What follows belongs to an exercise in optimizing a design on an open flow for small area, a short achievable clock period and few clock cycles per item; a production flow would make more cautious choices. In this exercise RTL edits were held to simulation tests only and were not proved equivalent to the original. Power figures rest on the tool's default switching activity, not on a simulated workload.

==> inputs of run A <==
// branch_detect_top
module branch_detect_top (
  input  logic                 w_BranchFifoFire_1,
  input  logic                 rstn,
  input  logic                 i_pkt_valid,
  input  logic [511:0]         i_pkt_inst,
  input  logic [31:0]          i_pkt_pc,
  output logic                 o_pkt_ready,
  output logic                 o_grf_req,
  output logic [4:0]           o_grf_rs1,
  output logic [4:0]           o_grf_rs2,
  input  logic                 i_grf_valid,
  input  logic [31:0]          i_grf_l,
  input  logic [31:0]          i_grf_r,
  output logic                 o_byp_req,
  output logic [3:0]           o_byp_dep_l,
  output logic [3:0]           o_byp_dep_r,
  input  logic                 i_byp_valid,
  input  logic [31:0]          i_byp_l,
  input  logic [31:0]          i_byp_r,
  output logic                 o_issue_valid,
  output logic [511:0]         o_issue_inst,
  output logic [15:0]          o_issue_mask,
  output logic                 o_redirect_valid,
  output logic [31:0]          o_redirect_pc,
  input  logic                 i_issue_ready
);
==> flow/config.mk <==
export PLATFORM = sky130hd
export DESIGN_NAME = branch_detect_top
export DESIGN_NICKNAME = branch_detect_top
export VERILOG_FILES = /design/flow/design.v
export SDC_FILE = /design/flow/constraint.sdc
export NUM_CORES = 4
export LEC_CHECK = 0
export CAP_MARGIN = 20
export CORE_AREA = 10 10 450 450
export DIE_AREA = 0 0 460 460
export SETUP_SLACK_MARGIN = 2.3
export SLEW_MARGIN = 20
==> flow/constraint.sdc <==
create_clock -name core_clock -period 5.5 [get_ports {w_BranchFifoFire_1}]
set_input_delay 1.1000 -clock core_clock [delete_from_list [all_inputs] [get_ports {w_BranchFifoFire_1}]]
set_output_delay 1.1000 -clock core_clock [all_outputs]
set_load 0.01 [all_outputs]
standard.sh (not shown) runs the stock make flow with config.mk's settings and CLKGATE_MAP_FILE= SYNTH_SCRIPT=/design/flow/synth_recipe.tcl, a recipe that flattens the netlist after the stock synthesis.
==> flow/flow/run.sh <==
#!/bin/bash
set -euo pipefail
cd "$(dirname "${BASH_SOURCE[0]}")/.."
export BUFFER_PORTS_ARGS="-buffer_cell sky130_fd_sc_hd__buf_1"
export CTS_ARGS="-sink_clustering_enable -repair_clock_nets -dont_use_dummy_load -buf_list sky130_fd_sc_hd__clkbuf_8 -sink_clustering_size 12 -sink_clustering_max_diameter 60"
bash standard.sh > standard_flow.log 2>&1
==> run Y: changes against run A <==
--- a/flow/design.v
+++ b/flow/design.v
@@ -147,24 +147,24 @@
     end
   end
   logic [15:0] first_oh;
   logic        any_in;
   always_comb begin
     for (int i = 0; i < 16; i++) first_oh[i] = br_in[i] && !(|(br_in & ((16'd1 << i) - 16'd1)));
   end
   assign any_in = |br_in;
-  logic [15:0] above, rem, nxt_oh, nxt_oh_q;
+  logic [15:0] above, rem, nxt_oh;
   always_comb begin
     for (int i = 0; i < 16; i++) above[i] = |(cur_oh_q & ((16'd1 << i) - 16'd1));
     rem = br_q & above;
     for (int i = 0; i < 16; i++) nxt_oh[i] = rem[i] && !(|(rem & ((16'd1 << i) - 16'd1)));
   end
   logic has_nxt;
-  assign has_nxt = |nxt_oh_q;
+  assign has_nxt = |rem;
   logic [31:0] ci;
   logic [3:0]  cur_bin;
   always_comb begin
     ci      = '0;
     cur_bin = '0;
     for (int i = 0; i < 16; i++) begin
       if (cur_oh_q[i]) ci = ci | pkt_q[32*i +: 32];
       if (cur_oh_q[i]) cur_bin = cur_bin | 4'(i);
@@ -180,17 +180,17 @@
                            (pkt_q[32*i+23 +: 4] != 4'hf) || (pkt_q[32*i+19 +: 4] != 4'hf),
                            pkt_q[32*i+9 +: 18]};
     end
   end
   logic [19:0] fi, fn;
   assign fi = prio_sel(br_in, fs_in);
   always_comb begin
     fn = '0;
-    for (int i = 0; i < 16; i++) if (nxt_oh_q[i]) fn = fn | fs_q[20*i +: 20];
+    for (int i = 0; i < 16; i++) if (nxt_oh[i]) fn = fn | fs_q[20*i +: 20];
   end
   logic [17:0] f_d;
   logic between;
   assign between = !busy_q || (ov_q && last_q);
   assign f_d = between ? fi[17:0] : fn[17:0];
   logic [17:0] f_q;
   logic        greq_q, breq_q;
   assign o_grf_req   = greq_q;
@@ -198,19 +198,18 @@
   assign o_grf_rs2   = f_q[4:0];
   assign o_byp_req   = breq_q;
   assign o_byp_dep_l = f_q[17:14];
   assign o_byp_dep_r = f_q[13:10];
   logic gv, bv;
   assign gv = i_grf_valid;
   assign bv = i_byp_valid;
   logic [31:0] opl, opr, h_in;
-  logic lg_q, lb_q, rg_q, rb_q;    
-  assign opl  = ({32{lg_q}} & i_grf_l) | ({32{lb_q}} & i_byp_l) | ({32{!(lg_q || lb_q)}} & h_q);
-  assign opr  = ({32{rg_q}} & i_grf_r) | ({32{rb_q}} & i_byp_r) | ({32{!(rg_q || rb_q)}} & h_q);
+  assign opl  = sl_q ? (gp_q ? i_grf_l : h_q) : (bp_q ? i_byp_l : h_q);
+  assign opr  = sr_q ? (gp_q ? i_grf_r : h_q) : (bp_q ? i_byp_r : h_q);
   assign h_in = gv ? (sl_q ? i_grf_l : i_grf_r) : (sl_q ? i_byp_r : i_byp_l);
   logic [31:0] ca, cb;
   assign ca = {~opl[31], opl[30:0]};
   assign cb = {~opr[31], opr[30:0]};
   logic [31:0] l0, e0;
   logic [15:0] l1, e1;
   logic [7:0]  l2, e2;
   logic [3:0]  l3, e3;
@@ -235,37 +234,29 @@
     for (int i = 0; i < 2; i++) begin
       l4[i] = l3[2*i+1] || (e3[2*i+1] && l3[2*i]);
       e4[i] = e3[2*i+1] && e3[2*i];
     end
   end
   logic eq, lt, taken_now;
   assign lt = l4[1] || (e4[1] && l4[0]);
   assign eq = e4[1] && e4[0];
-  logic late;
-  assign late      = cond_q[1] ? lt : eq;
-  assign taken_now = cond_q[0] ^ late;
+  assign taken_now = cond_q[0] ^ (cond_q[1] ? lt : eq);
   logic waiting, allin;
   assign waiting = gp_q || bp_q;
   assign allin   = waiting && (!gp_q || gv) && (!bp_q || bv);
   logic accept, xfer, out_free;
   assign o_pkt_ready = !busy_q || (ov_q && last_q && i_issue_ready);
   assign accept      = i_pkt_valid && o_pkt_ready;
   assign xfer        = ov_q && i_issue_ready;
   assign out_free    = !ov_q || i_issue_ready;
   logic do_res, do_tail, t;
   assign do_res  = out_free && (allin || (!waiting && rv_q));
   assign do_tail = out_free && tail_q && !req_q && !waiting && !rv_q;
   assign t       = allin ? taken_now : tk_q;
-  function automatic logic tsel(input logic x1, input logic x0);
-    logic a1, a0;
-    a1 = allin ? (cond_q[0] ? x0 : x1) : (tk_q ? x1 : x0);
-    a0 = allin ? (cond_q[0] ? x1 : x0) : (tk_q ? x1 : x0);
-    tsel = late ? a1 : a0;
-  endfunction
   logic ng_f, nb_f;
   assign ng_f = between ? fi[19] : fn[19];
   assign nb_f = between ? fi[18] : fn[18];
   logic req1, req0, greq1, greq0, breq1, breq0, tail1, tail0, last1, last0, ored1, ored0;
   always_comb begin
     if (accept) begin
       req1  = any_in;          req0  = any_in;
       greq1 = any_in && ng_f;  greq0 = any_in && ng_f;
@@ -287,47 +278,32 @@
       tail1 = tail_q && !do_tail;
       tail0 = tail1;
       last1 = last_q || do_tail;
       last0 = last1;
       ored1 = ored_q && !do_tail;
       ored0 = ored1;
     end
   end
-  logic gp_n, bp_n, sl_n, sr_n;
-  always_comb begin
-    sl_n = req_q ? (f_q[17:14] == 4'hf) : sl_q;
-    sr_n = req_q ? (f_q[13:10] == 4'hf) : sr_q;
-    if (accept) begin
-      gp_n = 1'b0;
-      bp_n = 1'b0;
-    end else if (req_q) begin
-      gp_n = greq_q;
-      bp_n = breq_q;
-    end else begin
-      gp_n = gp_q && !gv;
-      bp_n = bp_q && !bv;
-    end
-  end
   always_ff @(posedge w_BranchFifoFire_1 or negedge rstn) begin
     if (!rstn) begin
       busy_q <= 1'b0;
       req_q  <= 1'b0;
       greq_q <= 1'b0;
       breq_q <= 1'b0;
       gp_q   <= 1'b0;
       bp_q   <= 1'b0;
       rv_q   <= 1'b0;
       tail_q <= 1'b0;
       ov_q   <= 1'b0;
     end else begin
-      req_q  <= tsel(req1, req0);
-      greq_q <= tsel(greq1, greq0);
-      breq_q <= tsel(breq1, breq0);
-      tail_q <= tsel(tail1, tail0);
+      req_q  <= t ? req1 : req0;
+      greq_q <= t ? greq1 : greq0;
+      breq_q <= t ? breq1 : breq0;
+      tail_q <= t ? tail1 : tail0;
       if (req_q) begin
         gp_q <= greq_q;
         bp_q <= breq_q;
       end
       if (xfer) begin
         ov_q <= 1'b0;
         if (last_q) busy_q <= 1'b0;
       end
@@ -347,40 +323,37 @@
           rv_q <= 1'b0;
           ov_q <= 1'b1;
         end
         if (do_tail) ov_q <= 1'b1;
       end
     end
   end
   always_ff @(posedge w_BranchFifoFire_1) begin
-    nxt_oh_q <= nxt_oh;
-    last_q <= tsel(last1, last0);
-    ored_q <= tsel(ored1, ored0);
+    last_q <= t ? last1 : last0;
+    ored_q <= t ? ored1 : ored0;
     if (accept) begin
       pkt_q    <= i_pkt_inst;
       pc_q     <= i_pkt_pc;
       lo_th_q  <= 16'hffff;
       cur_oh_q <= first_oh;
       omask_q  <= 16'hffff;
     end else if (do_res) begin
       omask_q  <= lo_th_q & ~above;
       lo_th_q  <= above;
-      cur_oh_q <= nxt_oh_q;
+      cur_oh_q <= nxt_oh;
     end else if (do_tail) begin
       omask_q <= lo_th_q;
     end
     if (between || do_res) f_q <= f_d;
-    sl_q <= sl_n;
-    sr_q <= sr_n;
-    lg_q <= sl_n && gp_n;
-    lb_q <= !sl_n && bp_n;
-    rg_q <= sr_n && gp_n;
-    rb_q <= !sr_n && bp_n;
-    if (req_q) cond_q <= ci[28:27];
+    if (req_q) begin
+      sl_q   <= (f_q[17:14] == 4'hf);
+      sr_q   <= (f_q[13:10] == 4'hf);
+      cond_q <= ci[28:27];
+    end
     if (waiting && allin && !out_free) tk_q <= taken_now;
     if (gv || bv) h_q <= h_in;
     s_q   <= s_d;
     if (!(ov_q && ored_q)) tgt_q <= tgt_d;
   end
   logic [9:0]  s_d;
   logic [10:0] lo_sum;
   logic [39:0] pc_id;
==> flow/flow/run.sh (replaced) <==
#!/bin/bash
set -euo pipefail
cd "$(dirname "${BASH_SOURCE[0]}")/.."
export BUFFER_PORTS_ARGS="-buffer_cell sky130_fd_sc_hd__buf_1"
export CTS_ARGS="-sink_clustering_enable -repair_clock_nets -dont_use_dummy_load -buf_list sky130_fd_sc_hd__clkbuf_8"
bash standard.sh > standard_flow.log 2>&1
==> flow/config.mk (replaced) <==
export PLATFORM = sky130hd
export DESIGN_NAME = branch_detect_top
export DESIGN_NICKNAME = branch_detect_top
export VERILOG_FILES = /design/flow/design.v
export SDC_FILE = /design/flow/constraint.sdc
export NUM_CORES = 4
export LEC_CHECK = 0
export CAP_MARGIN = 20
export CORE_AREA = 10 10 450 450
export DIE_AREA = 0 0 460 460
export SETUP_SLACK_MARGIN = 3.0
export SLEW_MARGIN = 20
==> run E: changes against run A <==
--- a/flow/design.v
+++ b/flow/design.v
@@ -147,24 +147,24 @@
     end
   end
   logic [15:0] first_oh;
   logic        any_in;
   always_comb begin
     for (int i = 0; i < 16; i++) first_oh[i] = br_in[i] && !(|(br_in & ((16'd1 << i) - 16'd1)));
   end
   assign any_in = |br_in;
-  logic [15:0] above, rem, nxt_oh, nxt_oh_q;
+  logic [15:0] above, rem, nxt_oh;
   always_comb begin
     for (int i = 0; i < 16; i++) above[i] = |(cur_oh_q & ((16'd1 << i) - 16'd1));
     rem = br_q & above;
     for (int i = 0; i < 16; i++) nxt_oh[i] = rem[i] && !(|(rem & ((16'd1 << i) - 16'd1)));
   end
   logic has_nxt;
-  assign has_nxt = |nxt_oh_q;
+  assign has_nxt = |rem;
   logic [31:0] ci;
   logic [3:0]  cur_bin;
   always_comb begin
     ci      = '0;
     cur_bin = '0;
     for (int i = 0; i < 16; i++) begin
       if (cur_oh_q[i]) ci = ci | pkt_q[32*i +: 32];
       if (cur_oh_q[i]) cur_bin = cur_bin | 4'(i);
@@ -180,17 +180,17 @@
                            (pkt_q[32*i+23 +: 4] != 4'hf) || (pkt_q[32*i+19 +: 4] != 4'hf),
                            pkt_q[32*i+9 +: 18]};
     end
   end
   logic [19:0] fi, fn;
   assign fi = prio_sel(br_in, fs_in);
   always_comb begin
     fn = '0;
-    for (int i = 0; i < 16; i++) if (nxt_oh_q[i]) fn = fn | fs_q[20*i +: 20];
+    for (int i = 0; i < 16; i++) if (nxt_oh[i]) fn = fn | fs_q[20*i +: 20];
   end
   logic [17:0] f_d;
   logic between;
   assign between = !busy_q || (ov_q && last_q);
   assign f_d = between ? fi[17:0] : fn[17:0];
   logic [17:0] f_q;
   logic        greq_q, breq_q;
   assign o_grf_req   = greq_q;
@@ -198,19 +198,18 @@
   assign o_grf_rs2   = f_q[4:0];
   assign o_byp_req   = breq_q;
   assign o_byp_dep_l = f_q[17:14];
   assign o_byp_dep_r = f_q[13:10];
   logic gv, bv;
   assign gv = i_grf_valid;
   assign bv = i_byp_valid;
   logic [31:0] opl, opr, h_in;
-  logic lg_q, lb_q, rg_q, rb_q;    
-  assign opl  = ({32{lg_q}} & i_grf_l) | ({32{lb_q}} & i_byp_l) | ({32{!(lg_q || lb_q)}} & h_q);
-  assign opr  = ({32{rg_q}} & i_grf_r) | ({32{rb_q}} & i_byp_r) | ({32{!(rg_q || rb_q)}} & h_q);
+  assign opl  = sl_q ? (gp_q ? i_grf_l : h_q) : (bp_q ? i_byp_l : h_q);
+  assign opr  = sr_q ? (gp_q ? i_grf_r : h_q) : (bp_q ? i_byp_r : h_q);
   assign h_in = gv ? (sl_q ? i_grf_l : i_grf_r) : (sl_q ? i_byp_r : i_byp_l);
   logic [31:0] ca, cb;
   assign ca = {~opl[31], opl[30:0]};
   assign cb = {~opr[31], opr[30:0]};
   logic [31:0] l0, e0;
   logic [15:0] l1, e1;
   logic [7:0]  l2, e2;
   logic [3:0]  l3, e3;
@@ -235,37 +234,29 @@
     for (int i = 0; i < 2; i++) begin
       l4[i] = l3[2*i+1] || (e3[2*i+1] && l3[2*i]);
       e4[i] = e3[2*i+1] && e3[2*i];
     end
   end
   logic eq, lt, taken_now;
   assign lt = l4[1] || (e4[1] && l4[0]);
   assign eq = e4[1] && e4[0];
-  logic late;
-  assign late      = cond_q[1] ? lt : eq;
-  assign taken_now = cond_q[0] ^ late;
+  assign taken_now = cond_q[0] ^ (cond_q[1] ? lt : eq);
   logic waiting, allin;
   assign waiting = gp_q || bp_q;
   assign allin   = waiting && (!gp_q || gv) && (!bp_q || bv);
   logic accept, xfer, out_free;
   assign o_pkt_ready = !busy_q || (ov_q && last_q && i_issue_ready);
   assign accept      = i_pkt_valid && o_pkt_ready;
   assign xfer        = ov_q && i_issue_ready;
   assign out_free    = !ov_q || i_issue_ready;
   logic do_res, do_tail, t;
   assign do_res  = out_free && (allin || (!waiting && rv_q));
   assign do_tail = out_free && tail_q && !req_q && !waiting && !rv_q;
   assign t       = allin ? taken_now : tk_q;
-  function automatic logic tsel(input logic x1, input logic x0);
-    logic a1, a0;
-    a1 = allin ? (cond_q[0] ? x0 : x1) : (tk_q ? x1 : x0);
-    a0 = allin ? (cond_q[0] ? x1 : x0) : (tk_q ? x1 : x0);
-    tsel = late ? a1 : a0;
-  endfunction
   logic ng_f, nb_f;
   assign ng_f = between ? fi[19] : fn[19];
   assign nb_f = between ? fi[18] : fn[18];
   logic req1, req0, greq1, greq0, breq1, breq0, tail1, tail0, last1, last0, ored1, ored0;
   always_comb begin
     if (accept) begin
       req1  = any_in;          req0  = any_in;
       greq1 = any_in && ng_f;  greq0 = any_in && ng_f;
@@ -287,47 +278,32 @@
       tail1 = tail_q && !do_tail;
       tail0 = tail1;
       last1 = last_q || do_tail;
       last0 = last1;
       ored1 = ored_q && !do_tail;
       ored0 = ored1;
     end
   end
-  logic gp_n, bp_n, sl_n, sr_n;
-  always_comb begin
-    sl_n = req_q ? (f_q[17:14] == 4'hf) : sl_q;
-    sr_n = req_q ? (f_q[13:10] == 4'hf) : sr_q;
-    if (accept) begin
-      gp_n = 1'b0;
-      bp_n = 1'b0;
-    end else if (req_q) begin
-      gp_n = greq_q;
-      bp_n = breq_q;
-    end else begin
-      gp_n = gp_q && !gv;
-      bp_n = bp_q && !bv;
-    end
-  end
   always_ff @(posedge w_BranchFifoFire_1 or negedge rstn) begin
     if (!rstn) begin
       busy_q <= 1'b0;
       req_q  <= 1'b0;
       greq_q <= 1'b0;
       breq_q <= 1'b0;
       gp_q   <= 1'b0;
       bp_q   <= 1'b0;
       rv_q   <= 1'b0;
       tail_q <= 1'b0;
       ov_q   <= 1'b0;
     end else begin
-      req_q  <= tsel(req1, req0);
-      greq_q <= tsel(greq1, greq0);
-      breq_q <= tsel(breq1, breq0);
-      tail_q <= tsel(tail1, tail0);
+      req_q  <= t ? req1 : req0;
+      greq_q <= t ? greq1 : greq0;
+      breq_q <= t ? breq1 : breq0;
+      tail_q <= t ? tail1 : tail0;
       if (req_q) begin
         gp_q <= greq_q;
         bp_q <= breq_q;
       end
       if (xfer) begin
         ov_q <= 1'b0;
         if (last_q) busy_q <= 1'b0;
       end
@@ -347,40 +323,37 @@
           rv_q <= 1'b0;
           ov_q <= 1'b1;
         end
         if (do_tail) ov_q <= 1'b1;
       end
     end
   end
   always_ff @(posedge w_BranchFifoFire_1) begin
-    nxt_oh_q <= nxt_oh;
-    last_q <= tsel(last1, last0);
-    ored_q <= tsel(ored1, ored0);
+    last_q <= t ? last1 : last0;
+    ored_q <= t ? ored1 : ored0;
     if (accept) begin
       pkt_q    <= i_pkt_inst;
       pc_q     <= i_pkt_pc;
       lo_th_q  <= 16'hffff;
       cur_oh_q <= first_oh;
       omask_q  <= 16'hffff;
     end else if (do_res) begin
       omask_q  <= lo_th_q & ~above;
       lo_th_q  <= above;
-      cur_oh_q <= nxt_oh_q;
+      cur_oh_q <= nxt_oh;
     end else if (do_tail) begin
       omask_q <= lo_th_q;
     end
     if (between || do_res) f_q <= f_d;
-    sl_q <= sl_n;
-    sr_q <= sr_n;
-    lg_q <= sl_n && gp_n;
-    lb_q <= !sl_n && bp_n;
-    rg_q <= sr_n && gp_n;
-    rb_q <= !sr_n && bp_n;
-    if (req_q) cond_q <= ci[28:27];
+    if (req_q) begin
+      sl_q   <= (f_q[17:14] == 4'hf);
+      sr_q   <= (f_q[13:10] == 4'hf);
+      cond_q <= ci[28:27];
+    end
     if (waiting && allin && !out_free) tk_q <= taken_now;
     if (gv || bv) h_q <= h_in;
     s_q   <= s_d;
     if (!(ov_q && ored_q)) tgt_q <= tgt_d;
   end
   logic [9:0]  s_d;
   logic [10:0] lo_sum;
   logic [39:0] pc_id;
==> flow/flow/run.sh (replaced) <==
#!/bin/bash
set -euo pipefail
cd "$(dirname "${BASH_SOURCE[0]}")/.."
export BUFFER_PORTS_ARGS="-buffer_cell sky130_fd_sc_hd__buf_1"
export CTS_ARGS="-sink_clustering_enable -repair_clock_nets -dont_use_dummy_load -buf_list sky130_fd_sc_hd__clkbuf_8"
bash standard.sh > standard_flow.log 2>&1
==> flow/config.mk (replaced) <==
export PLATFORM = sky130hd
export DESIGN_NAME = branch_detect_top
export DESIGN_NICKNAME = branch_detect_top
export VERILOG_FILES = /design/flow/design.v
export SDC_FILE = /design/flow/constraint.sdc
export NUM_CORES = 4
export LEC_CHECK = 0
export CAP_MARGIN = 20
export CORE_AREA = 10 10 450 450
export DIE_AREA = 0 0 460 460
export SETUP_SLACK_MARGIN = 2.5
export SLEW_MARGIN = 20
==> qor summary <==
Result of the run: run E complete, no violations; run A complete, no violations; run Y complete, no violations
Fraction of area in registers: run E 0.3627; run A 0.4402; run Y 0.3382
Met2 layer wire length in the routed design: run E 138800 um; run A 147300 um; run Y 143300 um
Worst Path Buf+Inv: run E 4; run A 3; run Y 4
Reg-to-reg endpoint: run E breq_q; run A last_q; run Y breq_q
First-pass iteration count of the detailed router: run E 10; run A 6; run Y 10
Overall routed net length: run E 294500 um; run A 297000 um; run Y 297200 um
End point of the critical path: run E breq_q; run A f_q[8]; run Y breq_q
Design Power: run E 0.02609 W; run A 0.02309 W; run Y 0.02760 W
Simple-gate share of the synthesized area: run E 0.1850; run A 0.1848; run Y 0.1850
Period minus WS final: run E 3.546 ns; run A 3.261 ns; run Y 3.468 ns
Proportion of layout cells with a drive suffix above 1: run E 0.3565; run A 0.1327; run Y 0.4366
Proportion of power drawn by flip-flops and latches: run E 0.276; run A 0.361; run Y 0.259
Final Non-Filler Cells: run E 7392; run A 6981; run Y 7523
Count of cells along the worst register-to-register path: run E 13; run A 14; run Y 14
# placed instances: run E 6884; run A 6718; run Y 6895
Top fanout value on the critical path: run E 6; run A 23; run Y 7
Clk tree area frac: run E 0.03427; run A 0.02839; run Y 0.03193
Endpoint with the worst hold slack: run E pkt_q[195]; run A pkt_q[104]; run Y -
Switching power of the nets: run E 0.01073 W; run A 0.01088 W; run Y 0.01089 W
Number of enable-type register cells in the synthesized netlist: run E 645; run A 643; run Y 645
Non-clock buffer contribution to total cell area: run E 0.2398; run A 0.1589; run Y 0.2754
Non-Clock Inverter Count: run E 47; run A 46; run Y 49
H-tree lvl count: run E 4; run A 3; run Y 4
Testbench counts of run A, summed over its fixed seeds: cycles 24,708, packets 2,400.
Testbench counts of run Y, summed over its fixed seeds: cycles 24,708, packets 2,400.
Testbench counts of run E, summed over its fixed seeds: cycles 24,708, packets 2,400.

[static timing again, ports no longer ideal]
Ports are ideal in the flow. The routed layouts listed here were re-timed in OpenROAD.
Step 1 assumes that a clkbuf_16 drives the clock port and a buf_2 every other input.
Step 2 times the ports against the registers' clock, not the clock port: input delays grow and output delays shrink by t, the midpoint of the rising clock arrivals with the driver on.
Slacks: no drivers / after step 1 / after step 2; pairs: no drivers / after step 1.
run	t (ns)	setup slack, ns	hold WS [ns]	latest minus earliest clock arrival (ns)	worst register clock-pin slew, ns
run A	0.929	2.239 / 2.258 / 1.365	0.362 / 0.317 / 0.415	0.130 / 0.130	0.10 / 0.10
run Y	0.948	2.032 / 2.032 / 1.477	0.262 / 0.286 / 0.443	0.080 / 0.080	0.07 / 0.07
run E	0.928	1.954 / 1.954 / 1.356	0.358 / 0.323 / 0.448	0.112 / 0.112	0.07 / 0.07
After both steps every run listed still meets setup and hold. The setup slack of run A, which loses most, moves by +0.019 ns with the drivers and by -0.874 ns with both steps.
